From an optimization exercise on the open Yosys and OpenROAD flow, aimed at small area, a short achievable clock period and few clock cycles; shortcuts taken in it are not production practice.
Function was checked by simulation only, so behaviour that the tests miss may differ from the original.
Power and IR drop assume default switching activity.

==> design.v <==
package dcache_pkg;
  localparam int LINES_DEF  = 64;
  localparam int ADDR_W_DEF = 32;
  localparam int DATA_W_DEF = 32;
  localparam int IDX_W      = $clog2(LINES_DEF);
  localparam int TAG_W      = ADDR_W_DEF - IDX_W - 2;
  typedef enum logic [1:0] {
    IDLE,
    RFILL,
    WRITE,
    WDONE
  } state_t;
  function automatic logic [IDX_W-1:0] idx_of(
    input logic [ADDR_W_DEF-1:0] a
  );
    idx_of = a[2 +: IDX_W];
  endfunction
  function automatic logic [TAG_W-1:0] tag_of(
    input logic [ADDR_W_DEF-1:0] a
  );
    tag_of = a[ADDR_W_DEF-1 -: TAG_W];
  endfunction
  function automatic logic [1:0] off_of(
    input logic [ADDR_W_DEF-1:0] a
  );
    off_of = a[1:0];
  endfunction
  function automatic logic [ADDR_W_DEF-1:0] word_addr(
    input logic [ADDR_W_DEF-1:0] a
  );
    word_addr = {a[ADDR_W_DEF-1:2], 2'b00};
  endfunction
endpackage
module dcache_array
#(
  parameter int LINES  = 64,
  parameter int TAG_W  = 24,
  parameter int DATA_W = 32
) (
  input  logic                     clk,
  input  logic                     rst,
  input  logic [$clog2(LINES)-1:0] idx,
  input  logic                     we,
  input  logic [TAG_W-1:0]         wtag,
  input  logic [DATA_W-1:0]        wdata,
  output logic                     valid,
  output logic [TAG_W-1:0]         tag,
  output logic [DATA_W-1:0]        data
);
  logic [LINES-1:0]  valid_q;
  logic [TAG_W-1:0]  tag_q  [LINES];
  logic [DATA_W-1:0] data_q [LINES];
  assign valid = valid_q[idx];
  assign tag   = tag_q[idx];
  assign data  = data_q[idx];
  always_ff @(posedge clk) begin
    if (rst) begin
      valid_q <= '0;
    end else if (we) begin
      valid_q[idx] <= 1'b1;
    end
  end
  always_ff @(posedge clk) begin
    if (we) begin
      tag_q[idx]  <= wtag;
      data_q[idx] <= wdata;
    end
  end
endmodule
module data_cache_ctrl
#(
  parameter int LINES  = 64,
  parameter int ADDR_W = 32,
  parameter int DATA_W = 32
) (
  input  logic              clk,
  input  logic              rst,
  input  logic              MemRead,
  input  logic              MemWrite,
  input  logic [ADDR_W-1:0] addr,
  input  logic [DATA_W-1:0] wdata,
  output logic [DATA_W-1:0] rdata,
  output logic              stall,
  output logic              mem_rd_en,
  output logic              mem_wr_en,
  output logic [ADDR_W-1:0] mem_addr,
  output logic [DATA_W-1:0] mem_wdata,
  input  logic [DATA_W-1:0] mem_rdata,
  input  logic              mem_ready
);
  localparam int IW = $clog2(LINES);
  localparam int TW = ADDR_W - IW - 2;
  logic [IW-1:0]     idx;
  logic [TW-1:0]     tag;
  logic              line_valid;
  logic [TW-1:0]     line_tag;
  logic [DATA_W-1:0] line_data;
  logic              hit;
  logic              rd_req;
  logic              arr_we;
  logic [DATA_W-1:0] arr_wdata;
  logic              unused_off;
  assign idx        = addr[2 +: IW];
  assign tag        = addr[ADDR_W-1 -: TW];
  assign unused_off = ^addr[1:0];
  assign hit        = line_valid && (line_tag == tag);
  assign rd_req    = MemRead && !MemWrite && !hit;
  assign mem_rd_en = rd_req;
  assign mem_wr_en = MemWrite;
  assign mem_addr  = {addr[ADDR_W-1:2], 2'b00};
  assign mem_wdata = wdata;
  assign stall     = (rd_req || MemWrite) && !mem_ready;
  assign rdata     = hit ? line_data : mem_rdata;
  assign arr_we    = !rst && mem_ready && (rd_req || (MemWrite && hit));
  assign arr_wdata = MemWrite ? wdata : mem_rdata;
  dcache_array #(
    .LINES  (LINES),
    .TAG_W  (TW),
    .DATA_W (DATA_W)
  ) u_array (
    .clk   (clk),
    .rst   (rst),
    .idx   (idx),
    .we    (arr_we),
    .wtag  (tag),
    .wdata (arr_wdata),
    .valid (line_valid),
    .tag   (line_tag),
    .data  (line_data)
  );
endmodule
==> run.sh <==
#!/bin/bash
# synth_recipe.tcl (not shown) runs the flow's synth.tcl, then flattens the netlist and writes it again
# the make line also repeats each setting of config.mk as NAME=value (left out here)
make -C /OpenROAD-flow-scripts/flow DESIGN_CONFIG=/design/flow/config.mk WORK_HOME=/design/flow/orfs CLKGATE_MAP_FILE= SYNTH_SCRIPT=/design/flow/synth_recipe.tcl finish
==> config.mk <==
export PLATFORM = sky130hd
export DESIGN_NAME = data_cache_ctrl
export DESIGN_NICKNAME = data_cache_ctrl
export VERILOG_FILES = /design/flow/design.v
export SDC_FILE = /design/flow/constraint.sdc
export NUM_CORES = 4
export LEC_CHECK = 0
export CAP_MARGIN = 20
export CORE_MARGIN = 2
export CORE_UTILIZATION = 35
export SETUP_SLACK_MARGIN = 0.3
export SLEW_MARGIN = 20
==> constraint.sdc <==
create_clock -name core_clock -period 9.0 [get_ports {clk}]
set_input_delay 1.8000 -clock core_clock [delete_from_list [all_inputs] [get_ports {clk}]]
set_output_delay 1.8000 -clock core_clock [all_outputs]
set_load 0.01 [all_outputs]
==> out/summary.txt, run 1 <==
Outcome: complete, no violations
Via count normalized by instance count: 6.11
GRT overflow: 0
Unique cell type count in the Yosys netlist: 88
Number of clock sinks seen by CTS: 3,648
Area enclosed by the die boundary: 0.404 mm^2
Height of the chip: 636 um
Data arrival at the endpoint of the critical path: 6.94 ns
Minimum clock period: 8.74 ns
Worst skew pair latency: 0.93 ns
Routed WL per cell: 36.1 um
Summed negative setup slack over all endpoints: 0 ns
Largest stage delay on the critical path: 1.02 ns
Number of maximum-capacitance constraint violations: 0
Top cells by area in the synthesized netlist: edfxtp_1 77%, mux4_2 3.4%, a22oi_1 3.1%
Cts hold-fix bufs: 0
Number of global-route vias before repair: 80,000
CTS tree: done
Internal reg-to-reg setup slack: 2.47 ns
Required time of the critical path: 7.20 ns
Startpoint of the worst register-to-register path: u_array.tag_q[14][9]$_DFFE_PP_
Hold/Removal Path Class: reg2reg
GRT Overall Usage: 23.6%
Most used standard cell by instance count after synthesis: edfxtp_1
List of cells traversed by the critical path: buf_4, nor3b_2, a22oi_1, o211a_1, and3_1, nor4b_2, buf_4, nand4_1, or4_4, buf_12, o21ai_0, clkdlybuf4s50_1
Endpoint of the most critical register-to-register path: u_array.tag_q[3][18]$_DFFE_PP_
Final-report setup violation count: 0
Hold-critical path depth: 1
Fraction of layout instances using a drive strength above 1: 19.0%
Area share of the leading cell type in the synthesized netlist: 77.1%
Startpoint type of the worst setup path: input pin
Worst path slowest cell: nor3b_2
Destination of the critical timing path: rdata[10]
Post-DP HPWL: 286,000 um
Global-route wire length before repair: 670,000 um
Share of the clock period used by the worst path after layout: 97.1%
Initial standard-cell utilization of the core: 35.2%
Endpoint kind of the worst setup timing path: output port
Maximum number of buffers from clock root to sink: 4
Worst max-slew margin expressed relative to the limit: 21.7%
Transition time at the pin with the least slew margin: 1.17 ns
Total count of max-transition violations in the final report: 0
Number of standard cells after synthesis: 7,632
Number of violations reported at the end of detailed-routing iteration 0: 14,300
Number of CTS-inserted buffers: 347
Clock transition at the registers of the reported paths: 0.06 ns
Via total after detailed routing: 84,200
VDD IR-drop max: 0.176 mV
Floorplan die width: 636 um
Count of port buffers added during placement: 195
Static leakage power: 51.7 nW
Area growth from synthesis to layout: 17.7%
Prevailing post-synth register cell: edfxtp_1
Number of enable flip-flop cells after synthesis: 3,584
Number of routed nets with antenna violations: 0
I/O pin count: 200
RSZ-0062 raised after global routing: false
Cell area after technology mapping: 0.140 mm^2
Category of the most critical setup path: in2out
First-pass iteration count of the detailed router: 6
Maximum net fanout on the critical path: 55
Filler instances: 34,700
Buffers and inverters on the worst path: 4
Cell Pwr Density: 215 mW/mm^2
Count of yosys warnings during synthesis: 1
Cell row count: 231
Wire length after detailed routing: 497,000 um
RePlAce Congestion: 0.870
Clock tree root buffer cell: clkbuf_16
Initial antenna violation count: 25
Number of DRC violations after detailed routing: 0
Smallest hold slack: 0.459 ns
Hold violation total from the final report: 0
CP most frequent cell: buf_4
Number of nets in the finished design: 8,320
Synthesized area per cell: 18.3 um^2
# H-tree levels: 5
Post-route clock skew: 0.0714 ns
Std-Cell Core Area: 0.397 mm^2
Sequential element share of the synthesized area: 78.0%
Maximum frequency from static timing analysis: 0.114 GHz
Most area-hungry cell type in the Yosys netlist: edfxtp_1
Register bit count reported by yosys: 3,648
Count of cell instances traversed by the critical path: 12
Share of flip-flops with an asynchronous set or reset: 0%
Number of cells on the worst reg-to-reg path: 15
Synth cell count leaders: 3,584 x edfxtp_1, 582 x a22oi_1, 399 x mux2i_1
Critical Path Start: addr[5]
Largest delay share family, worst path: simple AND/OR/NAND/NOR gates
Post-Place Cells: 13,100
Final Non-Filler Cells: 13,800
Largest net degree at the start of global routing: 90
-- sequential cells by signal, indices dropped and copies added (netlist names) --
| name | count |
|---|---|
| u_array.data_q | 2048 |
| u_array.tag_q | 1536 |
| u_array.valid_q | 64 |
-- how the worst min path moves through the flow --
stage	startpoint	slack, ns	to
global route	u_array.valid_q[25]$_SDFFE_PP0P_	0.48	u_array.valid_q[25]$_SDFFE_PP0P_
detailed placement	u_array.valid_q[36]$_SDFFE_PP0P_	0.45	u_array.valid_q[36]$_SDFFE_PP0P_
global placement	u_array.valid_q[42]$_SDFFE_PP0P_	0.44	u_array.valid_q[42]$_SDFFE_PP0P_
floorplan	u_array.valid_q[0]$_SDFFE_PP0P_	0.43	u_array.valid_q[0]$_SDFFE_PP0P_
finish	u_array.valid_q[45]$_SDFFE_PP0P_	0.46	u_array.valid_q[45]$_SDFFE_PP0P_
CTS	u_array.valid_q[36]$_SDFFE_PP0P_	0.46	u_array.valid_q[36]$_SDFFE_PP0P_
-- area by class of cell --
cell class	count	area [um^2]	area share, %
Sequential cell	3648	109000	66.2
Multi-Input combinational cell	3387	28400	17.3
Timing Repair Buffer	826	9290	5.65
Clock buffer	422	9220	5.61
Tap cell	5242	6560	3.99
Clock inverter	200	1870	1.14
Antenna cell	32	80.1	0.0487
Inverter	5	27.5	0.0167
-- worst reg2reg max path, stage by stage, from the launching register on --
cell and delay [ns]:
edfxtp_1 0.38, mux4_2 0.45, and3_1 0.19, a31oi_1 0.14, nand3_1 0.22, or4_1 0.55
a211oi_1 0.51, nand4_1 0.33, or4_4 0.58, buf_12 0.21, buf_4 0.21, buf_4 0.34
mux2i_4 0.46, buf_12 0.33, nor4_2 0.81, buf_12 0.41
-- kinds of logic (layout without fill, tap and decap cells) --
kind of cell	after synthesis	in the layout	synth area share, %
compound gates	1761	1761	9.21
xor+xnor	12	12	0.0753
fa+ha+maj	4	4	0.0358
buf+inv	598	1453	2.09
flops	3648	3648	78.0
mux	742	742	7.31
other cells	1	34	0.00269
simple gates	866	866	3.28
-- placed cells by master (no fill, tap or decap), types with 88 or more instances in the layout --
| cell | Yosys | final |
|---|---|---|
| a22oi_1 | 582 | 582 |
| a221oi_1 | 261 | 261 |
| nor3_1 | 89 | 88 |
| buf_4 | 111 | 418 |
| nand4_1 | 88 | 88 |
| clkbuf_16 | 0 | 359 |
| o21ai_0 | 153 | 152 |
| a22o_1 | 105 | 105 |
| buf_12 | 0 | 217 |
| edfxtp_1 | 3584 | 3584 |
| a21oi_1 | 200 | 199 |
| mux4_2 | 209 | 209 |
| o22ai_1 | 150 | 150 |
| nand2_1 | 144 | 138 |
| nor2_1 | 220 | 216 |
| clkdlybuf4s50_1 | 0 | 164 |
| mux2_2 | 125 | 114 |
| mux2i_1 | 399 | 398 |
-- stage by stage --
stage	area, um^2	total power [mW]	utilization, %	setup slack (ns)
detailed placement	153000	21.1	38.6	-0.0530
CTS	164000	35.4	41.4	0.301
global route	164000	36.1	41.4	0.311
global placement	153000	21.1	38.6	-0.0722
floorplan	140000	20.1	-	-1.95
finish	164000	35.4	41.5	0.262
-- where the power goes --
group          switching, mW  internal [mW]  leakage (nW)
Combinational           1.45          0.608          13.5
Sequential           0.00523           18.7          32.7
Clock                   6.31           8.26          5.43
Total                   7.76           27.6          51.7
-- metal layers --
metal	part of all wire [%]	GRT usage, %	vias up
li1	-	-	33000
met1	36	30.5	44000
met2	47	37.9	5949
met3	11	4.54	1167
met4	6.0	12.4	8
met5	0.0087	0	-
-- what timing repair did --
action                                  CTS  global route
endpoints found under the setup margin   34            21
setup buffers                             0             4
resized for setup                         3             5
Testbench counts, summed over its fixed seeds: cycles 25,169.
==> run 2, diff against run 1 <==
--- a/design.v
+++ b/design.v
@@ -40,30 +40,49 @@
   input  logic                     clk,
   input  logic                     rst,
   input  logic [$clog2(LINES)-1:0] idx,
-  input  logic                     we,
-  input  logic [TAG_W-1:0]         wtag,
+  input  logic [TAG_W-1:0]         ctag,    
+  input  logic                     fill,    
+  input  logic                     upd,     
   input  logic [DATA_W-1:0]        wdata,
-  output logic                     valid,
-  output logic [TAG_W-1:0]         tag,
+  output logic                     hit,
   output logic [DATA_W-1:0]        data
 );
+  localparam int IW = $clog2(LINES);
+  logic [LINES-1:0]  sel;
+  logic [LINES-1:0]  line_hit;
   logic [LINES-1:0]  valid_q;
   logic [TAG_W-1:0]  tag_q  [LINES];
   logic [DATA_W-1:0] data_q [LINES];
-  assign valid = valid_q[idx];
-  assign tag   = tag_q[idx];
-  assign data  = data_q[idx];
-  always_ff @(posedge clk) begin
-    if (rst) begin
-      valid_q <= '0;
-    end else if (we) begin
-      valid_q[idx] <= 1'b1;
+  always_comb begin
+    for (int i = 0; i < LINES; i++) begin
+      sel[i]      = (idx == i[IW-1:0]);
+      line_hit[i] = sel[i] && valid_q[i] && (tag_q[i] == ctag);
+    end
+  end
+  assign hit = |line_hit;
+  always_comb begin
+    data = '0;
+    for (int i = 0; i < LINES; i++) begin
+      data = data | ({DATA_W{sel[i]}} & data_q[i]);
     end
   end
   always_ff @(posedge clk) begin
-    if (we) begin
-      tag_q[idx]  <= wtag;
-      data_q[idx] <= wdata;
+    for (int i = 0; i < LINES; i++) begin
+      if (rst) begin
+        valid_q[i] <= 1'b0;
+      end else if (fill && sel[i]) begin
+        valid_q[i] <= 1'b1;
+      end
+    end
+  end
+  always_ff @(posedge clk) begin
+    for (int i = 0; i < LINES; i++) begin
+      if (fill && sel[i]) begin
+        tag_q[i] <= ctag;
+      end
+      if ((fill && sel[i]) || (upd && line_hit[i])) begin
+        data_q[i] <= wdata;
+      end
     end
   end
 endmodule
@@ -92,18 +111,16 @@
   localparam int TW = ADDR_W - IW - 2;
   logic [IW-1:0]     idx;
   logic [TW-1:0]     tag;
-  logic              line_valid;
-  logic [TW-1:0]     line_tag;
+  logic              hit;
   logic [DATA_W-1:0] line_data;
-  logic              hit;
   logic              rd_req;
-  logic              arr_we;
+  logic              fill;
+  logic              upd;
   logic [DATA_W-1:0] arr_wdata;
   logic              unused_off;
   assign idx        = addr[2 +: IW];
   assign tag        = addr[ADDR_W-1 -: TW];
   assign unused_off = ^addr[1:0];
-  assign hit        = line_valid && (line_tag == tag);
   assign rd_req    = MemRead && !MemWrite && !hit;
   assign mem_rd_en = rd_req;
   assign mem_wr_en = MemWrite;
@@ -111,7 +128,8 @@
   assign mem_wdata = wdata;
   assign stall     = (rd_req || MemWrite) && !mem_ready;
   assign rdata     = hit ? line_data : mem_rdata;
-  assign arr_we    = !rst && mem_ready && (rd_req || (MemWrite && hit));
+  assign fill      = !rst && mem_ready && rd_req;
+  assign upd       = !rst && mem_ready && MemWrite;
   assign arr_wdata = MemWrite ? wdata : mem_rdata;
   dcache_array #(
     .LINES  (LINES),
@@ -121,11 +139,11 @@
     .clk   (clk),
     .rst   (rst),
     .idx   (idx),
-    .we    (arr_we),
-    .wtag  (tag),
+    .ctag  (tag),
+    .fill  (fill),
+    .upd   (upd),
     .wdata (arr_wdata),
-    .valid (line_valid),
-    .tag   (line_tag),
+    .hit   (hit),
     .data  (line_data)
   );
 endmodule
--- a/config.mk
+++ b/config.mk
@@ -8,5 +8,5 @@
 export CAP_MARGIN = 20
 export CORE_MARGIN = 2
 export CORE_UTILIZATION = 35
-export SETUP_SLACK_MARGIN = 0.3
+export SETUP_SLACK_MARGIN = 3.0
 export SLEW_MARGIN = 20
==> run 2 against run 1 <==
Effect of this change:
- setup slack improved by 1.6 ns
- final cell count is 8.4% higher
- power increased by 2.5%
- sequential power barely moved
- clock-buffer cell count increased by 34
- design area grew 6.7%
- fmax increased by 22%
- register-to-register slack better by 1.6 ns
- largest cell class unchanged
- utilization rose by 2.0 points
- highest routed layer unchanged
- via count rose by 6.6%
- first-iteration DRC count rose by 15%
- non-clock buffer count up 394
==> out/summary.txt, run 2 <==
First-pass iteration count of the detailed router: 7
Largest delay share family, worst path: simple AND/OR/NAND/NOR gates
Maximum number of buffers from clock root to sink: 4
# H-tree levels: 5
GRT Overall Usage: 25.6%
Min setup slack post-route: 1.85 ns
Category of the most critical setup path: in2out
Unique cell type count in the Yosys netlist: 50
Buffers and inverters on the worst path: 5
Synthesized area per cell: 17.5 um^2
Destination of the critical timing path: rdata[9]
Floorplan die width: 641 um
Required time of the critical path: 7.20 ns
CTS tree: done
Static leakage power: 55.4 nW
Largest register by flop count: u_array.data_q
Number of CTS-inserted buffers: 369
Std-Cell Core Area: 0.403 mm^2
Count of port buffers added during placement: 195
Summed negative setup slack over all endpoints: 0 ns
Endpoint of the most critical register-to-register path: u_array.data_q[3][21]$_DFFE_PP_
Area growth from synthesis to layout: 23.6%
Most used standard cell by instance count after synthesis: edfxtp_1
Largest net degree at the start of global routing: 82
Filler instances: 34,600
Number of violations reported at the end of detailed-routing iteration 0: 16,400
Initial standard-cell utilization of the core: 35.2%
Fraction of layout instances using a drive strength above 1: 21.0%
Largest stage delay on the critical path: 0.63 ns
Final Non-Filler Cells: 14,900
Area occupied by registers: 0.109 mm^2
Count of yosys warnings during synthesis: 3
Clock tree root buffer cell: clkbuf_16
Worst setup timing slack at the placement stage: 0.416 ns
Routed WL per cell: 37.8 um
Hold violation total from the final report: 0
GRT overflow: 0
Number of flip-flops in the largest register: 2,048
Smallest hold slack: 0.466 ns
Most common cell after layout, fill and taps aside: edfxtp_1
Worst max-slew margin expressed relative to the limit: 10.4%
Prevailing post-synth register cell: edfxtp_1
Initial antenna violation count: 37
RePlAce Congestion: 0.855
Hold/Removal Path Class: reg2reg
Number of standard cells after synthesis: 8,109
Critical Path Start: addr[7]
Height of the chip: 641 um
VDD IR-drop max: 0.157 mV
RSZ-0062 raised after global routing: true
Share of flip-flops with an asynchronous set or reset: 0%
Number of DRC violations after detailed routing: 0
Most area-hungry cell type in the Yosys netlist: edfxtp_1
Sequential element share of the synthesized area: 76.8%
Wire length after detailed routing: 565,000 um
Number of nets in the finished design: 9,288
List of cells traversed by the critical path: buf_8, clkbuf_16, nand4_1, buf_4, nor2_4, buf_4, a22o_1, a221oi_1, nand4_1, or4_1, mux2_1, clkdlybuf4s50_1
Final-report setup violation count: 0
Startpoint of the worst register-to-register path: u_array.tag_q[34][11]$_DFFE_PP_
Internal reg-to-reg setup slack: 4.11 ns
Count of cell instances traversed by the critical path: 12
Share of the clock period used by the worst path after layout: 79.5%
Post-Place Cells: 13,800
Top cells by area in the synthesized netlist: edfxtp_1 76%, xnor2_1 6.8%, xor2_1 2.7%
Startpoint type of the worst setup path: input pin
Minimum clock period: 7.15 ns
Post-DP HPWL: 285,000 um
Via total after detailed routing: 89,700
Worst path slowest cell: or4_1
Cell Pwr Density: 207 mW/mm^2
Number of global-route vias before repair: 82,300
Hold Startpoint: u_array.valid_q[48]$_SDFFE_PP0P_
Number of maximum-capacitance constraint violations: 0
Cell row count: 233
Number of routed nets with antenna violations: 0
Cell area after technology mapping: 0.142 mm^2
Worst skew pair latency: 1.04 ns
Multi-input gate area: 0.0331 mm^2
Area share of the leading cell type in the synthesized netlist: 75.9%
Clock transition at the registers of the reported paths: 0.06 ns
Number of clock sinks seen by CTS: 3,648
Final std cell area, no fill: 0.175 mm^2
Total count of max-transition violations in the final report: 0
Data arrival at the endpoint of the critical path: 5.35 ns
Maximum net fanout on the critical path: 10
Transition time at the pin with the least slew margin: 1.34 ns
Via count normalized by instance count: 6.01
Synth cell count leaders: 3,584 x edfxtp_1, 1,099 x xnor2_1, 447 x nand4_1
Maximum frequency from static timing analysis: 0.140 GHz
Global-route wire length before repair: 719,000 um
Commonest cells after routing, fill and taps aside: 3,584 x edfxtp_1, 1,095 x xnor2_1, 659 x buf_4
Number of enable flip-flop cells after synthesis: 3,584
Largest registers ranked by flip-flop count: u_array.data_q (2048), u_array.tag_q (1536), u_array.valid_q (64)
Area after DPL: 0.155 mm^2
Endpoint kind of the worst setup timing path: output port
Register bit count reported by yosys: 3,648
Number of cells on the worst reg-to-reg path: 14
I/O pin count: 200
Post-route clock skew: 0.152 ns
Area enclosed by the die boundary: 0.410 mm^2
Outcome: complete, no violations
## run 2: cell types whose count changed in the layout (fill, tap and decap cells not counted), sizes merged, moves of 70 or more
| cell | before | now |
|---|---|---|
| a22oi | 582 | 281 |
| nand4 | 88 | 448 |
| clkbuf | 422 | 518 |
| nor2 | 220 | 124 |
| xor2 | 6 | 436 |
| buf | 662 | 980 |
| a22o | 105 | 375 |
| xnor2 | 6 | 1099 |
| mux4 | 209 | 0 |
| mux2i | 399 | 0 |
| o21ai | 156 | 18 |
| a21oi | 200 | 0 |
| mux2 | 134 | 64 |
| a221oi | 261 | 373 |
## run 2: logic make-up after synthesis
| family | synth area share, % |
|---|---|
| simple gates | 4.46 |
| flops | 76.8 |
| xor+xnor | 9.48 |
| other cells | 0.00264 |
| compound gates | 6.72 |
| buf+inv | 2.03 |
| mux | 0.532 |
## run 2: area by class of cell
class | count | area share (%)
Sequential cell | 3648 | 62.1
Multi-Input combinational cell | 3882 | 18.9
Timing Repair Buffer | 1220 | 8.15
Clock buffer | 456 | 5.60
Tap cell | 5405 | 3.86
Clock inverter | 213 | 1.23
Inverter | 66 | 0.141
Antenna cell | 31 | 0.0442
## run 2: worst min-delay path by stage
stage	to	slack (ns)	depth (start not counted)
2_1_floorplan	u_array.valid_q[2]$_SDFFE_PP0P_	0.43	2
3_3_place_gp	u_array.valid_q[8]$_SDFFE_PP0P_	0.45	2
3_5_place_dp	u_array.valid_q[25]$_SDFFE_PP0P_	0.46	2
4_1_cts	u_array.valid_q[48]$_SDFFE_PP0P_	0.47	2
5_1_grt	u_array.valid_q[8]$_SDFFE_PP0P_	0.49	2
6_report	u_array.valid_q[48]$_SDFFE_PP0P_	0.47	2
## run 2: repair_timing
action | 4_1_cts | 5_1_grt
setup buffers | 156 | 231
hold buffers | 0 | 0
setup endpoints to repair | 3610 | 34
pin swaps | 62 | 49
cloned | 35 | 46
resized for setup | 339 | 196
## run 2: report_power, final
| group | total [mW] | internal, mW | leakage, nW | switching, mW |
|---|---|---|---|---|
| Clock | 15.5 | 8.84 | 5.84 | 6.67 |
| Sequential | 18.7 | 18.7 | 32.7 | 0.00661 |
| Combinational | 2.00 | 0.734 | 16.9 | 1.27 |
| Total | 36.3 | 28.3 | 55.4 | 7.94 |
## run 2: per-stage QoR
| stage | util (%) | power [mW] |
|---|---|---|
| 5_1_grt | 43.5 | 37.0 |
| 6_report | 43.5 | 36.3 |
| 4_1_cts | 42.5 | 36.0 |
| 2_1_floorplan | - | 19.9 |
| 3_3_place_gp | 38.5 | 20.7 |
| 3_5_place_dp | 38.5 | 20.7 |
## run 2: routing by layer
| layer | routed length [um] | part of all wire, % | GRT usage, % |
|---|---|---|---|
| met5 | 385 | 0.068 | 0 |
| met4 | 35300 | 6.2 | 12.1 |
| met3 | 75800 | 13 | 6.24 |
| met2 | 257000 | 45 | 40.2 |
| met1 | 196000 | 35 | 33.3 |
## run 2: tightest hold or removal path, cell delays in order, from the launching register on
cell and delay, ns:
dfxtp_1 0.30, inv_1 0.06, o32ai_1 0.06
Testbench counts of run 2, summed over its fixed seeds: cycles 25,169.
==> run 3, diff against run 2 <==
==> flow/run.sh (new file) <==
#!/bin/bash
set -o pipefail
export BUFFER_PORTS_ARGS="-buffer_cell sky130_fd_sc_hd__buf_4"
cp standard.sh standard_sh.txt
bash standard.sh > standard.log 2>&1
==> standard.sh (new file) <==
#!/bin/bash
# synth_recipe.tcl (not shown) runs the flow's synth.tcl, then flattens the netlist and writes it again
# the make line also repeats each setting of config.mk as NAME=value (left out here)
make -C /OpenROAD-flow-scripts/flow DESIGN_CONFIG=/design/flow/config.mk WORK_HOME=/design/flow/orfs CLKGATE_MAP_FILE= SYNTH_SCRIPT=/design/flow/synth_recipe.tcl "${@:-finish}"
--- a/config.mk
+++ b/config.mk
@@ -7,6 +7,8 @@
 export LEC_CHECK = 0
 export CAP_MARGIN = 20
 export CORE_MARGIN = 2
-export CORE_UTILIZATION = 35
-export SETUP_SLACK_MARGIN = 3.0
+export CORE_UTILIZATION = 50
+export CTS_CLUSTER_DIAMETER = 60
+export CTS_CLUSTER_SIZE = 25
+export SETUP_SLACK_MARGIN = 2.0
 export SLEW_MARGIN = 20
removed: run.sh
==> run 3 against run 2 <==
Effect of this change:
- sequential share of layout area up 4.9 points
- setup slack better by 0.046 ns
- wire length down 8.4%
- critical path type unchanged
- critical endpoint is now rdata[28]
- largest cell class unchanged
- highest routed layer unchanged
==> out/summary.txt, run 3 <==
Cell area after technology mapping: 0.142 mm^2
Clock transition at the registers of the reported paths: 0.09 ns
Clock network fraction of design power: 36.7%
Outcome: complete, no violations
Maximum number of buffers from clock root to sink: 4
Minimum clock period: 7.11 ns
Critical Path Start: addr[3]
Data arrival at the endpoint of the critical path: 5.31 ns
Cts hold-fix bufs: 0
Largest delay share family, worst path: buffers and inverters
Destination of the critical timing path: rdata[28]
Count of cell instances traversed by the critical path: 13
Wire length after detailed routing: 517,000 um
Worst skew pair latency: 0.99 ns
Via count normalized by instance count: 6.83
CTS tree: done
Number of CTS-inserted buffers: 228
Largest net degree at the start of global routing: 65
Area after DPL: 0.152 mm^2
# H-tree levels: 4
Worst path slowest cell: buf_4
Commonest cells after routing, fill and taps aside: 3,584 x edfxtp_1, 1,099 x xnor2_1, 595 x buf_4
Count of yosys warnings during synthesis: 3
Largest registers ranked by flip-flop count: u_array.data_q (2048), u_array.tag_q (1536), u_array.valid_q (64)
Sequential element share of the synthesized area: 76.8%
Share of the clock period used by the worst path after layout: 79.0%
Cell Pwr Density: 198 mW/mm^2
Startpoint of the worst register-to-register path: u_array.tag_q[7][12]$_DFFE_PP_
Number of global-route vias before repair: 79,400
Number of DRC violations after detailed routing: 0
Top cells by area in the synthesized netlist: edfxtp_1 76%, xnor2_1 6.8%, xor2_1 2.7%
Number of routed nets with antenna violations: 0
Initial standard-cell utilization of the core: 50.3%
Std-Cell Core Area: 0.282 mm^2
Most common cell after layout, fill and taps aside: edfxtp_1
Post-route clock skew: 0.105 ns
Height of the chip: 537 um
Most area-hungry cell type in the Yosys netlist: edfxtp_1
RePlAce Congestion: 0.867
Number of violations reported at the end of detailed-routing iteration 0: 15,800
Transition time at the pin with the least slew margin: 1.28 ns
I/O pin count: 200
Share of flip-flops with an asynchronous set or reset: 0%
Count of port buffers added during placement: 195
Switching share of power: 23.2%
Total net switching power: 7.47 mW
Total count of max-transition violations in the final report: 0
Largest register by flop count: u_array.data_q
CP most frequent cell: buf_4
Number of cells on the worst reg-to-reg path: 15
Area share of the leading cell type in the synthesized netlist: 75.9%
Routed WL per cell: 41.2 um
Fraction of power consumed by sequential logic: 58.2%
GRT Overall Usage: 34.7%
GRT overflow: 0
Via total after detailed routing: 85,800
Endpoint kind of the worst setup timing path: output port
Final std cell area, no fill: 0.162 mm^2
First-pass iteration count of the detailed router: 8
Number of maximum-capacitance constraint violations: 0
Buffers and inverters on the worst path: 5
RSZ-0062 raised after global routing: true
Number of clock sinks seen by CTS: 3,648
Synthesized area per cell: 17.5 um^2
Number of enable flip-flop cells after synthesis: 3,584
Maximum frequency from static timing analysis: 0.141 GHz
Static leakage power: 50.2 nW
VDD IR-drop max: 0.181 mV
Unique cell type count in the Yosys netlist: 50
Most used standard cell by instance count after synthesis: edfxtp_1
Hold/Removal Path Class: reg2reg
Startpoint type of the worst setup path: input pin
Worst max-slew margin expressed relative to the limit: 14.8%
Number of nets in the finished design: 8,730
Cell row count: 195
Summed negative setup slack over all endpoints: 0 ns
Hold violation total from the final report: 0
Area enclosed by the die boundary: 0.288 mm^2
Prevailing post-synth register cell: edfxtp_1
Register bit count reported by yosys: 3,648
Number of standard cells after synthesis: 8,109
Maximum net fanout on the critical path: 25
Required time of the critical path: 7.20 ns
Global-route wire length before repair: 680,000 um
Smallest hold slack: 0.469 ns
Largest stage delay on the critical path: 0.38 ns
Synth cell count leaders: 3,584 x edfxtp_1, 1,099 x xnor2_1, 447 x nand4_1
Clock tree root buffer cell: clkbuf_16
Endpoint of the most critical register-to-register path: u_array.data_q[34][7]$_DFFE_PP_
Category of the most critical setup path: in2out
Comb power frac: 5.1%
Fraction of layout instances using a drive strength above 1: 17.3%
Internal power of the cells: 24.7 mW
Number of flip-flops in the largest register: 2,048
Area growth from synthesis to layout: 14.5%
Initial antenna violation count: 37
Post-DP HPWL: 281,000 um
Final-report setup violation count: 0
List of cells traversed by the critical path: buf_4, nand2b_4, buf_12, nor2_4, buf_4, buf_4, a22o_1, a221oi_1, nand3_1, nor4_1, nand2_2, mux2_1, buf_4
Floorplan die width: 537 um
Internal reg-to-reg setup slack: 3.99 ns
## run 3: worst reg2reg max path, cell delays in order, from the launching register on
cell      delay [ns]
edfxtp_1        0.41
xnor2_1         0.15
nand4_1         0.12
nor4_2          0.48
nand4_1         0.37
nand4_1         0.37
nor4_4          0.10
buf_4           0.16
nand4_4         0.09
buf_12          0.18
buf_16          0.19
buf_4           0.40
buf_4           0.47
buf_4           0.48
o22ai_4         0.17
buf_12          0.23
## run 3: cell families after synthesis
logic type,synth area share [%]
AND/OR/NAND/NOR,4.46
multiplexers,0.532
other,0.00264
AO/OA/AOI/OAI,6.72
buffers and inverters,2.03
flip-flops,76.8
XOR/XNOR,9.48
## run 3: worst min path at each step
stage                                                start                          endpoint  slack (ns)  cells past startpoint
after floorplan            u_array.valid_q[2]$_SDFFE_PP0P_   u_array.valid_q[2]$_SDFFE_PP0P_        0.43                      2
after global placement    u_array.valid_q[50]$_SDFFE_PP0P_  u_array.valid_q[50]$_SDFFE_PP0P_        0.45                      2
after detailed placement  u_array.valid_q[33]$_SDFFE_PP0P_  u_array.valid_q[33]$_SDFFE_PP0P_        0.45                      2
after CTS                 u_array.valid_q[33]$_SDFFE_PP0P_  u_array.valid_q[33]$_SDFFE_PP0P_        0.47                      2
after global routing      u_array.valid_q[25]$_SDFFE_PP0P_  u_array.valid_q[25]$_SDFFE_PP0P_        0.49                      2
final                     u_array.valid_q[48]$_SDFFE_PP0P_  u_array.valid_q[48]$_SDFFE_PP0P_        0.47                      2
## run 3: per-layer routing
| metal | up-vias | track usage (%) | share of wire (%) |
|---|---|---|---|
| met2 | 6889 | 52.4 | 44 |
| met4 | 18 | 15.9 | 5.7 |
| met3 | 1432 | 8.60 | 14 |
| li1 | 33200 | - | - |
| met5 | - | 0 | 0.023 |
| met1 | 44400 | 47.6 | 36 |
## run 3: layout make-up
| cell class | count | area (um^2) |
|---|---|---|
| inverters | 66 | 248 |
| fillers | 21200 | 120000 |
| multi-input cells | 3883 | 32200 |
| repair buffers | 802 | 8350 |
| clock inverters | 178 | 2210 |
| well taps | 3743 | 4680 |
| flip-flops and latches | 3648 | 109000 |
| diodes | 13 | 32.5 |
| clock buffers | 237 | 5800 |
## run 3: per-stage QoR
stage,utilization (%),setup WS [ns],cells,power (mW)
floorplan,-,2.16,8110,19.9
global placement,54.0,0.923,12100,20.6
detailed placement,54.0,0.979,12100,20.6
CTS,57.3,2.00,12500,32.1
global route,57.5,2.00,12600,32.8
finish,57.5,1.89,12600,32.2
## run 3: power by group through the flow
| stage | clock [mW] | sequential [mW] | combinational (mW) |
|---|---|---|---|
| after global placement | 0 | 19.1 | 1.49 |
| after CTS | 11.8 | 18.7 | 1.57 |
| after global routing | 12.4 | 18.7 | 1.70 |
| final | 11.8 | 18.7 | 1.63 |
| after floorplan | 0 | 19.1 | 0.766 |
| after detailed placement | 0 | 19.1 | 1.52 |
## run 3: timing repair
item / CTS / global route
hold endpoints to repair: 0 / 0
gates cloned: 7 / 11
pin swaps: 22 / 12
buffers inserted: 40 / 12
endpoints found under the setup margin: 34 / 33
gates resized for setup: 144 / 52
==> run 4, diff against run 3 <==
--- a/config.mk
+++ b/config.mk
@@ -7,8 +7,9 @@
 export LEC_CHECK = 0
 export CAP_MARGIN = 20
 export CORE_MARGIN = 2
-export CORE_UTILIZATION = 50
+export CORE_UTILIZATION = 60
 export CTS_CLUSTER_DIAMETER = 60
 export CTS_CLUSTER_SIZE = 25
+export PLACE_DENSITY = 0.7
 export SETUP_SLACK_MARGIN = 2.0
 export SLEW_MARGIN = 20
==> run 4 against run 3 <==
Effect of this change:
- utilization increased by 11 points
- still clean
- wire length decreased by 3.5%
- highest routed layer unchanged
- worst hold slack got worse by 0.0045 ns
- critical path depth increased by 1
==> out/summary.txt, run 4 <==
Outcome: complete, no violations
Startpoint type of the worst setup path: input pin
# H-tree levels: 4
Final-report setup violation count: 0
Largest net degree at the start of global routing: 67
Total count of max-transition violations in the final report: 0
Share of flip-flops with an asynchronous set or reset: 0%
Global-route wire length before repair: 655,000 um
Number of DRC violations after detailed routing: 0
CTS tree: done
Clock tree root buffer cell: clkbuf_16
Multi-input gate area: 0.0322 mm^2
Maximum number of buffers from clock root to sink: 3
Fraction of layout instances using a drive strength above 1: 16.0%
GRT overflow: 0
Transition time at the pin with the least slew margin: 1.34 ns
Hold-critical path depth: 2
Filler instances: 15,100
Synth cell count leaders: 3,584 x edfxtp_1, 1,099 x xnor2_1, 447 x nand4_1
Number of flip-flops in the largest register: 2,048
Maximum net fanout on the critical path: 23
Cell area after technology mapping: 0.142 mm^2
RePlAce Congestion: 0.888
Endpoint kind of the worst setup timing path: output port
Commonest cells after routing, fill and taps aside: 3,584 x edfxtp_1, 1,096 x xnor2_1, 574 x buf_4
Initial standard-cell utilization of the core: 60.3%
List of cells traversed by the critical path: buf_6, nor2b_1, nand3b_1, buf_4, buf_4, nor4_1, nand4_1, nand4_1, nor3_2, nand4_4, buf_12, clkbuf_16, mux2_1, buf_4
Via count normalized by instance count: 7.38
Count of yosys warnings during synthesis: 3
Final Non-Filler Cells: 11,900
Number of routed nets with antenna violations: 0
Category of the most critical setup path: in2out
Critical Path Start: addr[5]
Total chip power: 30.9 mW
Number of enable flip-flop cells after synthesis: 3,584
Area growth from synthesis to layout: 12.9%
Unique cell type count in the Yosys netlist: 50
Number of nets in the finished design: 8,657
VDD IR-drop max: 0.214 mV
Number of CTS-inserted buffers: 196
Cts hold-fix bufs: 0
GRT Overall Usage: 39.7%
First-pass iteration count of the detailed router: 10
Required time of the critical path: 7.20 ns
Area share of the leading cell type in the synthesized netlist: 75.9%
Static leakage power: 49.3 nW
RSZ-0062 raised after global routing: true
Hold violation total from the final report: 0
Count of port buffers added during placement: 195
Number of global-route vias before repair: 80,300
Largest stage delay on the critical path: 0.57 ns
Minimum clock period: 7.17 ns
Hold Startpoint: u_array.valid_q[25]$_SDFFE_PP0P_
Area enclosed by the die boundary: 0.240 mm^2
Maximum frequency from static timing analysis: 0.140 GHz
Share of the clock period used by the worst path after layout: 79.6%
Number of standard cells after synthesis: 8,109
Largest registers ranked by flip-flop count: u_array.data_q (2048), u_array.tag_q (1536), u_array.valid_q (64)
Clock transition at the registers of the reported paths: 0.09 ns
Most common cell after layout, fill and taps aside: edfxtp_1
Post-Place Cells: 11,400
Floorplan die width: 490 um
Most used standard cell by instance count after synthesis: edfxtp_1
Post-route clock skew: 0.112 ns
Number of cells on the worst reg-to-reg path: 14
Via total after detailed routing: 87,600
Area occupied by registers: 0.109 mm^2
Worst skew pair latency: 0.96 ns
Min setup slack post-route: 1.83 ns
End-of-flow core utilization: 68.1%
Top cells by area in the synthesized netlist: edfxtp_1 76%, xnor2_1 6.8%, xor2_1 2.7%
Synthesized area per cell: 17.5 um^2
Routed WL per cell: 42.0 um
Worst path slowest cell: nor4_1
Std-Cell Core Area: 0.235 mm^2
Register bit count reported by yosys: 3,648
Hold/Removal Path Class: reg2reg
Worst max-slew margin expressed relative to the limit: 10.6%
I/O pin count: 200
Wire length after detailed routing: 499,000 um
Number of maximum-capacitance constraint violations: 0
Number of clock sinks seen by CTS: 3,648
Data arrival at the endpoint of the critical path: 5.37 ns
Largest register by flop count: u_array.data_q
Worst setup timing slack at the placement stage: 1.11 ns
Height of the chip: 490 um
Summed negative setup slack over all endpoints: 0 ns
Cell Pwr Density: 193 mW/mm^2
Number of violations reported at the end of detailed-routing iteration 0: 17,200
Initial antenna violation count: 33
Cell row count: 178
Most area-hungry cell type in the Yosys netlist: edfxtp_1
Startpoint of the worst register-to-register path: u_array.tag_q[61][15]$_DFFE_PP_
CP most frequent cell: buf_4
Sequential element share of the synthesized area: 76.8%
Post-DP HPWL: 265,000 um
Prevailing post-synth register cell: edfxtp_1
-- run 4: cell counts after synthesis --
Identical to the previous run, type by type.
-- run 4: path summary, 6_finish.rpt --
kind / slack [ns] / to
worst max-delay path: 1.83 / rdata[5]
worst min-delay path: 0.46 / u_array.valid_q[25]$_SDFFE_PP0P_
worst max register to register: 3.84 / u_array.data_q[54][31]$_DFFE_PP_
worst min register to register: 0.46 / u_array.valid_q[25]$_SDFFE_PP0P_
-- run 4: per-stage QoR --
stage	hold slack [ns]	instance area (um^2)
floorplan	0.433	142000
finish	0.464	160000
detailed placement	0.454	151000
global placement	0.443	151000
CTS	0.467	159000
global route	0.493	160000
-- run 4: timing repair --
action,CTS,global route
setup endpoints to repair,34,34
resized for setup,138,48
pin swaps,21,18
gates cloned,9,17
buffers inserted,50,55
-- run 4: power breakdown --
| part | switching (mW) | total [mW] | internal, mW | leakage, nW |
|---|---|---|---|---|
| combinational | 1.13 | 1.65 | 0.520 | 13.4 |
| sequential | 0.00661 | 18.7 | 18.7 | 32.7 |
| clock | 5.86 | 10.6 | 4.69 | 3.23 |
-- run 4: final cells by class --
type | count | area share (%)
diodes | 29 | 0.0453
clock buffers | 212 | 3.11
clock inverters | 127 | 1.10
inverters | 66 | 0.155
multi-input cells | 3882 | 20.1
flip-flops and latches | 3648 | 68.0
well taps | 3150 | 2.46
repair buffers | 762 | 5.05
-- run 4: worst max-delay path: cells and delay by family --
family                 cells  cell delay, ns
and+or+nand+nor            7            1.95
buffers and inverters      6            1.21
muxes                      1            0.34
-- run 4: cells by family after synthesis --
group,Yosys count,synth area share [%]
xor gates and xnor gates,1535,9.48
muxes,64,0.532
AOI/OAI and AO/OA,1162,6.72
buffers and inverters,580,2.03
DFF,3648,76.8
and+or+nand+nor,1119,4.46
other,1,0.00264
-- run 4: layer usage --
layer / vias up / share of wire [%] / track usage [%]
li1: 33000 / - / -
met1: 43900 / 33 / 53.1
met2: 8615 / 43 / 58.2
met3: 2100 / 17 / 12.6
met4: 16 / 7.5 / 21.9
met5: - / 0.022 / 0.476
==> run 5, diff against run 4 <==
--- a/design.v
+++ b/design.v
@@ -48,22 +48,35 @@
   output logic [DATA_W-1:0]        data
 );
   localparam int IW = $clog2(LINES);
+  localparam int LW = IW / 2;             
+  localparam int HW = IW - LW;            
+  localparam int NL = 1 << LW;            
+  localparam int NG = 1 << HW;            
+  logic [NL-1:0]     sel_lo;
+  logic [NG-1:0]     sel_hi;
   logic [LINES-1:0]  sel;
   logic [LINES-1:0]  line_hit;
   logic [LINES-1:0]  valid_q;
   logic [TAG_W-1:0]  tag_q  [LINES];
   logic [DATA_W-1:0] data_q [LINES];
+  logic [DATA_W-1:0] grp    [NG];
   always_comb begin
+    for (int k = 0; k < NL; k++) sel_lo[k] = (idx[LW-1:0] == k[LW-1:0]);
+    for (int j = 0; j < NG; j++) sel_hi[j] = (idx[IW-1:LW] == j[HW-1:0]);
     for (int i = 0; i < LINES; i++) begin
-      sel[i]      = (idx == i[IW-1:0]);
+      sel[i]      = sel_hi[i / NL] && sel_lo[i % NL];
       line_hit[i] = sel[i] && valid_q[i] && (tag_q[i] == ctag);
     end
   end
   assign hit = |line_hit;
   always_comb begin
     data = '0;
-    for (int i = 0; i < LINES; i++) begin
-      data = data | ({DATA_W{sel[i]}} & data_q[i]);
+    for (int j = 0; j < NG; j++) begin
+      grp[j] = '0;
+      for (int k = 0; k < NL; k++) begin
+        grp[j] = grp[j] | ({DATA_W{sel_lo[k]}} & data_q[j*NL + k]);
+      end
+      data = data | ({DATA_W{sel_hi[j]}} & grp[j]);
     end
   end
   always_ff @(posedge clk) begin
--- a/config.mk
+++ b/config.mk
@@ -7,9 +7,8 @@
 export LEC_CHECK = 0
 export CAP_MARGIN = 20
 export CORE_MARGIN = 2
-export CORE_UTILIZATION = 60
+export CORE_UTILIZATION = 50
 export CTS_CLUSTER_DIAMETER = 60
 export CTS_CLUSTER_SIZE = 25
-export PLACE_DENSITY = 0.7
-export SETUP_SLACK_MARGIN = 2.0
+export SETUP_SLACK_MARGIN = 2.4
 export SLEW_MARGIN = 20
==> run 5 against run 4 <==
Effect of this change:
- sequential power barely moved
- still clean
- wire length fell by 7.4%
- synthesized cell count rose by 0.69%
- via count fell by 6.4%
- area after synthesis rose by 0.29%
- sequential share of layout area fell by 1.9 points
- worst hold slack improved by 0.016 ns
==> out/summary.txt, run 5 <==
Outcome: complete, no violations
Data arrival at the endpoint of the critical path: 5.14 ns
Hold violation total from the final report: 0
Area fraction in and, or, nand and nor cells after synthesis: 3.65%
Total count of max-transition violations in the final report: 0
# H-tree levels: 4
Worst max-slew margin expressed relative to the limit: 26.4%
Via count normalized by instance count: 6.44
Synthesized-area fraction occupied by ao, oa, aoi and oai cells: 7.47%
Worst skew pair latency: 0.96 ns
Area share of the leading cell type in the synthesized netlist: 75.6%
Floorplan die width: 537 um
Synth cell count leaders: 3,584 x edfxtp_1, 844 x a22oi_1, 815 x xnor2_1
Min setup slack post-route: 2.06 ns
Std-Cell Core Area: 0.283 mm^2
Worst setup timing slack at the placement stage: 1.24 ns
Fraction of layout instances using a drive strength above 1: 18.0%
Total chip power: 32.7 mW
Area occupied by registers: 0.109 mm^2
Count of yosys warnings during synthesis: 4
Prevailing post-synth register cell: edfxtp_1
Number of clock sinks seen by CTS: 3,648
Cell area after technology mapping: 0.142 mm^2
Post-DP HPWL: 227,000 um
Number of CTS-inserted buffers: 231
Initial antenna violation count: 16
Largest net degree at the start of global routing: 109
Sequential element share of the synthesized area: 76.5%
Commonest cells after routing, fill and taps aside: 3,584 x edfxtp_1, 844 x a22oi_1, 812 x xnor2_1
Routed WL per cell: 36.3 um
Number of flip-flops in the largest register: 2,048
RSZ-0062 raised after global routing: true
Maximum frequency from static timing analysis: 0.144 GHz
Static leakage power: 50.5 nW
Most used standard cell by instance count after synthesis: edfxtp_1
Multi-input gate area: 0.0316 mm^2
Post-synthesis adder-cell area fraction: 0%
Unique cell type count in the Yosys netlist: 44
Cell Pwr Density: 199 mW/mm^2
Number of DRC violations after detailed routing: 0
Number of standard cells after synthesis: 8,165
Area growth from synthesis to layout: 15.8%
Register bit count reported by yosys: 3,648
CTS tree: done
Number of nets in the finished design: 8,885
Global-route wire length before repair: 627,000 um
Post-route clock skew: 0.0689 ns
Number of violations reported at the end of detailed-routing iteration 0: 11,600
Minimum clock period: 6.94 ns
Number of routed nets with antenna violations: 0
Height of the chip: 537 um
Number of enable flip-flop cells after synthesis: 3,584
Maximum net fanout on the critical path: 29
GRT Overall Usage: 31.2%
Fraction of synthesized area in multiplexers: 0.499%
Hold/Removal Path Class: reg2reg
Largest registers ranked by flip-flop count: u_array.data_q (2048), u_array.tag_q (1536), u_array.valid_q (64)
Maximum number of buffers from clock root to sink: 4
Required time of the critical path: 7.20 ns
Area share of xor/xnor cells in the synthesized design: 9.46%
Number of global-route vias before repair: 78,400
GRT overflow: 0
Wire length after detailed routing: 462,000 um
Largest register by flop count: u_array.data_q
Post-Place Cells: 12,000
Final-report setup violation count: 0
Transition time at the pin with the least slew margin: 1.10 ns
Number of maximum-capacitance constraint violations: 0
Cell row count: 195
Summed negative setup slack over all endpoints: 0 ns
Share of the clock period used by the worst path after layout: 77.2%
Initial standard-cell utilization of the core: 50.4%
VDD IR-drop max: 0.213 mV
Final Non-Filler Cells: 12,700
Endpoint kind of the worst setup timing path: output port
Clock tree root buffer cell: clkbuf_16
First-pass iteration count of the detailed router: 5
Area enclosed by the die boundary: 0.289 mm^2
Startpoint type of the worst setup path: input pin
Count of port buffers added during placement: 195
Clock transition at the registers of the reported paths: 0.09 ns
Main combinational cell family by area after synthesis: XOR/XNOR gates
Cts hold-fix bufs: 0
Synthesized area per cell: 17.4 um^2
Most common cell after layout, fill and taps aside: edfxtp_1
Most area-hungry cell type in the Yosys netlist: edfxtp_1
Share of flip-flops with an asynchronous set or reset: 0%
Filler instances: 21,200
Via total after detailed routing: 82,000
RePlAce Congestion: 0.796
Category of the most critical setup path: in2out
Top cells by area in the synthesized netlist: edfxtp_1 76%, xnor2_1 5.0%, a22oi_1 4.5%
I/O pin count: 200
run 5: cell types whose count changed in the layout (fill, tap and decap cells not counted), moves of 78 or more:
cell,delta
a22oi_1,+567
xor2_1,+286
a22o_1,-285
xnor2_1,-284
a221oi_1,-279
a41oi_1,+135
a31oi_1,+91
nand4_1,-88
nand3_1,-83
buf_12,+78
run 5: cells by family after synthesis:
group	Yosys count
buf+inv	618
mux	63
other cells	1
xor+xnor	1536
flops	3648
compound gates	1410
simple gates	889
run 5: what timing repair did:
action                                  in CTS  in global routing
cloned                                      51                  8
resized for setup                          190                 44
pin swaps                                   49                 28
buffers inserted                           129                 93
endpoints found under the setup margin      34                 34
run 5: power by group:
part,internal [mW],switching [mW],leakage (nW)
combinational,0.675,1.39,13.8
sequential,18.7,0.00642,32.7
clock,5.66,6.29,3.97
total,25.0,7.69,50.5
run 5: through the flow:
stage          hold WS [ns]  instance area [um^2]  util, %
6_report              0.480                165000     58.3
5_1_grt               0.493                165000     58.3
4_1_cts               0.477                163000     57.8
3_5_place_dp          0.465                152000     53.8
3_3_place_gp          0.465                152000     53.8
2_1_floorplan         0.451                142000        -
run 5: area by class of cell:
cell class	count	area share (%)
sequential	3648	66.1
multi-input combinational	3900	19.2
clock inverter	185	1.40
inverter	64	0.146
timing repair buffer	939	6.72
clock buffer	244	3.59
tap	3743	2.84
antenna	9	0.0137
run 5: worst paths after layout:
check                                   from                          endpoint  slack, ns  cells past startpoint
min reg2reg  u_array.valid_q[0]$_SDFFE_PP0P_   u_array.valid_q[0]$_SDFFE_PP0P_       0.48                      2
max                                 addr[15]                         rdata[14]       2.06                     15
max reg2reg  u_array.tag_q[23][14]$_DFFE_PP_  u_array.data_q[63][15]$_DFFE_PP_       4.22                     14
min          u_array.valid_q[0]$_SDFFE_PP0P_   u_array.valid_q[0]$_SDFFE_PP0P_       0.48                      2
run 5: worst max-delay path: stages:
cell	delay, ns
clkbuf_16	0.19
xnor2_1	0.25
nand4_1	0.11
nor4_1	0.06
nand4_1	0.08
buf_4	0.17
nand4_1	0.50
nor4_2	0.45
buf_4	0.23
nand4_1	0.16
buf_12	0.22
buf_12	0.15
buf_16	0.15
mux2_4	0.31
buf_6	0.12
run 5: per-layer routing:
layer,wire (um),vias up,global-route usage [%]
met5,44,-,0
met4,17400,6,10.3
met3,41200,722,4.43
met2,222000,4499,51.3
met1,181000,43200,43.1
li1,-,33700,-
Testbench counts of run 5, summed over its fixed seeds: cycles 25,169.
==> run 6, diff against run 5 <==
--- a/design.v
+++ b/design.v
@@ -90,10 +90,8 @@
   end
   always_ff @(posedge clk) begin
     for (int i = 0; i < LINES; i++) begin
-      if (fill && sel[i]) begin
-        tag_q[i] <= ctag;
-      end
       if ((fill && sel[i]) || (upd && line_hit[i])) begin
+        tag_q[i]  <= ctag;
         data_q[i] <= wdata;
       end
     end
--- a/config.mk
+++ b/config.mk
@@ -7,8 +7,9 @@
 export LEC_CHECK = 0
 export CAP_MARGIN = 20
 export CORE_MARGIN = 2
-export CORE_UTILIZATION = 50
+export CORE_UTILIZATION = 60
 export CTS_CLUSTER_DIAMETER = 60
 export CTS_CLUSTER_SIZE = 25
-export SETUP_SLACK_MARGIN = 2.4
+export PLACE_DENSITY = 0.7
+export SETUP_SLACK_MARGIN = 2.2
 export SLEW_MARGIN = 20
==> run 6 against run 5 <==
Effect of this change:
- critical path type unchanged
- clock-buffer cell count shrank 28
- area after synthesis shrank 0.42%
- highest routed layer unchanged
- sequential power is essentially flat
- register-to-register slack lost 0.14 ns
- combinational power shrank 7%
- non-clock buffer count shrank 125
- synthesized cell count shrank 0.99%
- critical path depth shrank 1
- design area shrank 2.9%
- worst hold slack lost 0.019 ns
- final cell count shrank 6.9%
- setup slack gained 0.043 ns
==> out/summary.txt, run 6 <==
Outcome: complete, no violations
Routed WL per cell: 36.7 um
Worst path slowest cell: and3b_4
Post-DP HPWL: 224,000 um
Transition time at the pin with the least slew margin: 1.27 ns
Sequential element share of the synthesized area: 76.9%
Count of port buffers added during placement: 195
End-of-flow core utilization: 68.1%
Register bit count reported by yosys: 3,648
Clock transition at the registers of the reported paths: 0.08 ns
RePlAce Congestion: 0.855
Via total after detailed routing: 82,100
Commonest cells after routing, fill and taps aside: 3,584 x edfxtp_1, 855 x xnor2_1, 782 x a22oi_1
Initial standard-cell utilization of the core: 60.3%
Area share of the leading cell type in the synthesized netlist: 76.0%
Summed negative setup slack over all endpoints: 0 ns
Height of the chip: 490 um
Maximum number of buffers from clock root to sink: 3
Most area-hungry cell type in the Yosys netlist: edfxtp_1
Worst max-slew margin expressed relative to the limit: 15.1%
RSZ-0062 raised after global routing: true
Largest net degree at the start of global routing: 101
Clock tree root buffer cell: clkbuf_16
Number of CTS-inserted buffers: 197
Largest delay share family, worst path: simple AND/OR/NAND/NOR gates
Number of maximum-capacitance constraint violations: 0
Endpoint kind of the worst setup timing path: output port
Cts hold-fix bufs: 0
Cell Pwr Density: 194 mW/mm^2
Worst skew pair latency: 0.92 ns
Number of clock sinks seen by CTS: 3,648
Hold violation total from the final report: 0
Buffers and inverters on the worst path: 5
Number of flip-flops in the largest register: 2,048
Top cells by area in the synthesized netlist: edfxtp_1 76%, xnor2_1 5.3%, xor2_1 4.2%
Cell row count: 178
Prevailing post-synth register cell: edfxtp_1
Number of global-route vias before repair: 77,400
Area growth from synthesis to layout: 12.9%
Number of nets in the finished design: 8,655
Maximum frequency from static timing analysis: 0.145 GHz
Share of the clock period used by the worst path after layout: 76.7%
Fraction of layout instances using a drive strength above 1: 15.6%
Post-route clock skew: 0.0629 ns
CTS tree: done
GRT Overall Usage: 34.6%
Std-Cell Core Area: 0.235 mm^2
Startpoint type of the worst setup path: input pin
VDD IR-drop max: 0.240 mV
Area enclosed by the die boundary: 0.240 mm^2
First-pass iteration count of the detailed router: 6
Largest registers ranked by flip-flop count: u_array.data_q (2048), u_array.tag_q (1536), u_array.valid_q (64)
Static leakage power: 48.9 nW
# H-tree levels: 4
Unique cell type count in the Yosys netlist: 40
Met2 capacity usage during global routing: 53.6%
Filler instances: 15,200
Number of violations reported at the end of detailed-routing iteration 0: 13,300
Largest register by flop count: u_array.data_q
Floorplan die width: 490 um
Via count normalized by instance count: 6.93
Global-route wire length before repair: 588,000 um
Synth cell count leaders: 3,584 x edfxtp_1, 856 x xnor2_1, 782 x a22oi_1
Number of standard cells after synthesis: 8,084
Wire length after detailed routing: 435,000 um
I/O pin count: 200
Most utilized layer in the global route result: met2
Cell area after technology mapping: 0.142 mm^2
Required time of the critical path: 7.20 ns
Final-report setup violation count: 0
Most used standard cell by instance count after synthesis: edfxtp_1
GR Layer Usage met1: 48.3%
Data arrival at the endpoint of the critical path: 5.10 ns
Count of yosys warnings during synthesis: 4
Most common cell after layout, fill and taps aside: edfxtp_1
Category of the most critical setup path: in2out
Maximum net fanout on the critical path: 17
Initial antenna violation count: 9
Share of flip-flops with an asynchronous set or reset: 0%
Total count of max-transition violations in the final report: 0
Number of enable flip-flop cells after synthesis: 3,584
Number of routed nets with antenna violations: 0
Minimum clock period: 6.90 ns
Synthesized area per cell: 17.5 um^2
List of cells traversed by the critical path: buf_6, and3b_4, buf_4, nand4_1, nor3_1, nand4_1, buf_4, nand4_1, nor4b_2, and3_4, nand2_8, bufbuf_16, mux2_2, buf_4
Largest stage delay on the critical path: 0.51 ns
Hold/Removal Path Class: reg2reg
Met3 track utilization from global routing: 6.87%
GRT overflow: 0
Number of DRC violations after detailed routing: 0
-- run 6: cell types whose count changed after synthesis, moves of 41 or more --
cell,previous run,this run
a41oi_1,136,78
inv_1,64,15
xor2_1,721,680
a21oi_1,31,80
xnor2_1,815,856
a31oi_1,91,158
buf_4,240,146
a22oi_1,844,782
buf_2,46,89
o22ai_1,124,9
nand2_1,84,24
-- run 6: per-layer routing --
metal  part of all wire (%)  wire length [um]  up-vias
met5                 0.0074                32        -
met3                     13             55600      911
li1                       -                 -    33000
met4                    5.4             23300        4
met1                     36            156000    42100
met2                     46            200000     6076
-- run 6: path summary, 6_finish.rpt --
check / from / to / slack (ns) / depth (start not counted)
max: addr[3] / rdata[9] / 2.10 / 14
max reg2reg: u_array.tag_q[53][10]$_DFFE_PP_ / u_array.data_q[17][19]$_DFFE_PP_ / 4.08 / 14
min reg2reg: u_array.valid_q[14]$_SDFFE_PP0P_ / u_array.valid_q[14]$_SDFFE_PP0P_ / 0.46 / 2
min: u_array.valid_q[14]$_SDFFE_PP0P_ / u_array.valid_q[14]$_SDFFE_PP0P_ / 0.46 / 2
-- run 6: logic make-up after synthesis --
family | Yosys count | share of synthesized area (%)
other | 1 | 0.00265
AO/OA/AOI/OAI | 1409 | 7.45
multiplexers | 64 | 0.525
XOR/XNOR | 1536 | 9.50
AND/OR/NAND/NOR | 866 | 3.61
buffers and inverters | 560 | 2.04
flip-flops | 3648 | 76.9
-- run 6: per-stage QoR --
step	cell area (um^2)	power, mW	std cells	setup slack [ns]	hold slack, ns
floorplan	142000	20.0	8085	0.241	0.426
global placement	150000	20.8	11300	1.27	0.437
detailed placement	150000	20.8	11300	1.27	0.442
CTS	158000	30.9	11800	2.14	0.459
global route	160000	31.6	11900	2.08	0.474
finish	160000	31.0	11900	2.10	0.461
-- run 6: area by class of cell --
class / count / area [um^2] / share of cell area [%]
inverter: 15 / 56.3 / 0.0352
multi-input combinational: 3878 / 31500 / 19.7
sequential: 3648 / 109000 / 68.1
timing repair buffer: 814 / 8920 / 5.58
tap: 3150 / 3940 / 2.46
clock inverter: 126 / 1390 / 0.870
clock buffer: 216 / 5200 / 3.25
antenna: 4 / 10.0 / 0.00626
-- run 6: report_power, final --
| part | internal (mW) | switching [mW] | total [mW] |
|---|---|---|---|
| Combinational | 0.626 | 1.30 | 1.93 |
| Clock | 4.61 | 5.71 | 10.3 |
| Sequential | 18.7 | 0.00650 | 18.7 |
| Total | 23.9 | 7.02 | 31.0 |
-- run 6: what timing repair did --
item	4_1_cts	5_1_grt
setup endpoints to repair	34	34
buffers inserted	119	63
resized for setup	172	101
endpoints found under the hold margin	0	0
gates cloned	12	19
pin swaps	57	40
-- run 6: worst register-to-register path, cell delays in order, from the launching register on --
cell and delay, ns:
edfxtp_1 0.40, xnor2_1 0.16, nand3_1 0.10, nor3_1 0.07, nand4_1 0.10, buf_4 0.16, nand4_1 0.47, nor4b_2 0.46
and3_4 0.27, nand2_8 0.12, bufbuf_16 0.35, buf_4 0.20, buf_4 0.26, o32ai_4 0.71, buf_4 0.64
Testbench counts of run 6, summed over its fixed seeds: cycles 25,169.
==> run 7, diff against run 6 <==
--- a/config.mk
+++ b/config.mk
@@ -7,9 +7,9 @@
 export LEC_CHECK = 0
 export CAP_MARGIN = 20
 export CORE_MARGIN = 2
-export CORE_UTILIZATION = 60
+export CORE_UTILIZATION = 64
 export CTS_CLUSTER_DIAMETER = 60
 export CTS_CLUSTER_SIZE = 25
-export PLACE_DENSITY = 0.7
+export PLACE_DENSITY = 0.74
 export SETUP_SLACK_MARGIN = 2.2
 export SLEW_MARGIN = 20
==> run 7 against run 6 <==
Effect of this change:
- still clean on timing, DRC and antenna
- critical endpoint is now rdata[22]
- setup slack got worse by 0.037 ns
- sequential power barely moved
- power fell by 0.76%
- die area fell by 6.2%
- sequential share of layout area rose by 0.15 points
- critical path depth did not move
- worst hold slack improved by 0.0015 ns
- flip-flop and latch count did not move
- clock-buffer cell count fell by 4
- fmax fell by 0.53%
==> out/summary.txt, run 7 <==
Outcome: complete, no violations
Transition time at the pin with the least slew margin: 1.28 ns
Internal reg-to-reg setup slack: 3.70 ns
Largest registers ranked by flip-flop count: u_array.data_q (2048), u_array.tag_q (1536), u_array.valid_q (64)
Summed negative setup slack over all endpoints: 0 ns
Maximum number of buffers from clock root to sink: 3
Synth cell count leaders: 3,584 x edfxtp_1, 856 x xnor2_1, 782 x a22oi_1
Static leakage power: 48.9 nW
Area after DPL: 0.149 mm^2
Std-Cell Core Area: 0.220 mm^2
Height of the chip: 474 um
Initial antenna violation count: 15
Fraction of layout instances using a drive strength above 1: 15.4%
I/O pin count: 200
Required time of the critical path: 7.20 ns
Top cells by area in the synthesized netlist: edfxtp_1 76%, xnor2_1 5.3%, xor2_1 4.2%
End-of-flow core utilization: 72.6%
Count of yosys warnings during synthesis: 4
Total net switching power: 6.94 mW
Minimum clock period: 6.94 ns
Filler instances: 13,000
Area enclosed by the die boundary: 0.225 mm^2
Post-Place Cells: 11,100
Worst skew pair latency: 0.92 ns
Number of enable flip-flop cells after synthesis: 3,584
Most common cell after layout, fill and taps aside: edfxtp_1
Switching share of power: 22.6%
Number of routed nets with antenna violations: 0
Internal power of the cells: 23.8 mW
Cell area after technology mapping: 0.142 mm^2
GRT overflow: 0
Number of CTS-inserted buffers: 193
Destination of the critical timing path: rdata[22]
Final std cell area, no fill: 0.160 mm^2
RePlAce Congestion: 0.865
Clock network fraction of design power: 32.8%
RSZ-0062 raised after global routing: true
Global-route wire length before repair: 588,000 um
# H-tree levels: 4
Data arrival at the endpoint of the critical path: 5.14 ns
Maximum frequency from static timing analysis: 0.144 GHz
Via total after detailed routing: 82,800
Number of clock sinks seen by CTS: 3,648
Count of port buffers added during placement: 195
Largest net degree at the start of global routing: 125
Number of standard cells after synthesis: 8,084
Hold violation total from the final report: 0
Initial standard-cell utilization of the core: 64.4%
Cts hold-fix bufs: 0
Clock transition at the registers of the reported paths: 0.10 ns
Floorplan die width: 474 um
Unique cell type count in the Yosys netlist: 40
First-pass iteration count of the detailed router: 6
Worst max-slew margin expressed relative to the limit: 14.3%
Share of the clock period used by the worst path after layout: 77.1%
Area share of the leading cell type in the synthesized netlist: 76.0%
Number of violations reported at the end of detailed-routing iteration 0: 14,400
Number of flip-flops in the largest register: 2,048
Via count normalized by instance count: 7.12
Prevailing post-synth register cell: edfxtp_1
Number of global-route vias before repair: 78,300
Post-DP HPWL: 221,000 um
Cell row count: 172
Register bit count reported by yosys: 3,648
Wire length after detailed routing: 430,000 um
Clock tree root buffer cell: clkbuf_16
Endpoint kind of the worst setup timing path: output port
Sequential element share of the synthesized area: 76.9%
Category of the most critical setup path: in2out
Maximum net fanout on the critical path: 30
GRT Overall Usage: 37.4%
Startpoint of the worst register-to-register path: u_array.tag_q[14][1]$_DFFE_PP_
Area growth from synthesis to layout: 12.7%
Most area-hungry cell type in the Yosys netlist: edfxtp_1
Endpoint of the most critical register-to-register path: u_array.data_q[39][8]$_DFFE_PP_
Share of flip-flops with an asynchronous set or reset: 0%
Final Non-Filler Cells: 11,600
Number of cells on the worst reg-to-reg path: 13
Critical Path Start: addr[9]
Most used standard cell by instance count after synthesis: edfxtp_1
Fraction of power consumed by sequential logic: 60.9%
Startpoint type of the worst setup path: input pin
Number of DRC violations after detailed routing: 0
Number of nets in the finished design: 8,631
Largest register by flop count: u_array.data_q
Commonest cells after routing, fill and taps aside: 3,584 x edfxtp_1, 852 x xnor2_1, 782 x a22oi_1
CTS tree: done
Synthesized area per cell: 17.5 um^2
Total count of max-transition violations in the final report: 0
Comb power frac: 6.3%
Post-route clock skew: 0.0691 ns
Final-report setup violation count: 0
Smallest hold slack: 0.463 ns
Cell Pwr Density: 193 mW/mm^2
VDD IR-drop max: 0.188 mV
Number of maximum-capacitance constraint violations: 0
Routed WL per cell: 36.9 um
Hold/Removal Path Class: reg2reg
[run 7: cell counts after synthesis]
Identical to the previous run, type by type.
[run 7: per-layer routing]
layer / routed length (um) / vias up / GRT usage (%) / part of all wire, %
li1: - / 33000 / - / -
met1: 148000 / 41800 / 50.8 / 34
met2: 197000 / 6882 / 57.9 / 46
met3: 59100 / 1168 / 8.19 / 14
met4: 26300 / 6 / 18.6 / 6.1
met5: 34 / - / 0 / 0.0079
[run 7: how the worst min path moves through the flow]
stage,startpoint,end,slack (ns),cells past startpoint
floorplan,u_array.valid_q[12]$_SDFFE_PP0P_,u_array.valid_q[12]$_SDFFE_PP0P_,0.43,2
global placement,u_array.valid_q[15]$_SDFFE_PP0P_,u_array.valid_q[15]$_SDFFE_PP0P_,0.44,2
detailed placement,u_array.valid_q[15]$_SDFFE_PP0P_,u_array.valid_q[15]$_SDFFE_PP0P_,0.45,2
CTS,u_array.valid_q[15]$_SDFFE_PP0P_,u_array.valid_q[15]$_SDFFE_PP0P_,0.46,2
global route,u_array.valid_q[15]$_SDFFE_PP0P_,u_array.valid_q[15]$_SDFFE_PP0P_,0.47,2
finish,u_array.valid_q[15]$_SDFFE_PP0P_,u_array.valid_q[15]$_SDFFE_PP0P_,0.46,2
[run 7: kinds of logic after synthesis]
family,count (synthesis),share of synthesized area (%)
xor+xnor,1536,9.50
buf+inv,560,2.04
simple gates,866,3.61
compound gates,1409,7.45
flops,3648,76.9
other cells,1,0.00265
mux,64,0.525
[run 7: layout make-up]
cell class | instances | area, um^2 | share of cell area, %
multi-input combinational | 3880 | 31700 | 19.8
inverter | 15 | 56.3 | 0.0353
timing repair buffer | 792 | 8860 | 5.55
antenna | 8 | 20.0 | 0.0125
tap | 2958 | 3700 | 2.32
sequential | 3648 | 109000 | 68.2
clock buffer | 212 | 4920 | 3.08
clock inverter | 120 | 1470 | 0.920
[run 7: power groups by stage]
| stage | sequential [mW] | clock [mW] | combinational [mW] |
|---|---|---|---|
| after floorplan | 19.1 | 0 | 0.930 |
| after global placement | 19.1 | 0 | 1.66 |
| after detailed placement | 19.1 | 0 | 1.70 |
| after CTS | 18.7 | 10.1 | 1.86 |
| after global routing | 18.7 | 10.6 | 2.01 |
| final | 18.7 | 10.1 | 1.93 |
[run 7: worst max-delay path, cell delays in order]
cell	delay [ns]
buf_16	0.15
buf_12	0.25
xnor2_2	0.14
nand4_1	0.24
nor4_4	0.39
nand4_1	0.24
nand4_1	0.47
nor4b_2	0.11
and3_4	0.21
nand2_8	0.18
buf_12	0.14
buf_16	0.15
mux2_2	0.35
buf_4	0.15
[run 7: what timing repair did]
item / CTS / global route
setup buffers: 126 / 31
pin swaps: 75 / 29
setup endpoints to repair: 34 / 34
gates cloned: 27 / 8
gates resized for setup: 213 / 79
[run 7: metrics by stage]
stage	power, mW	setup slack [ns]
global placement	20.8	1.20
finish	30.7	2.06
global route	31.4	2.14
CTS	30.6	2.20
floorplan	20.0	0.241
detailed placement	20.8	1.13

Re-timed with assumed drivers on the ports (clkbuf_16 on the clock, buf_2 on other inputs), run 7 has 1.710 ns of setup slack against 2.062 ns with ideal ports, and 1.473 ns once port delays also move by the mid clock arrival of 0.987 ns.
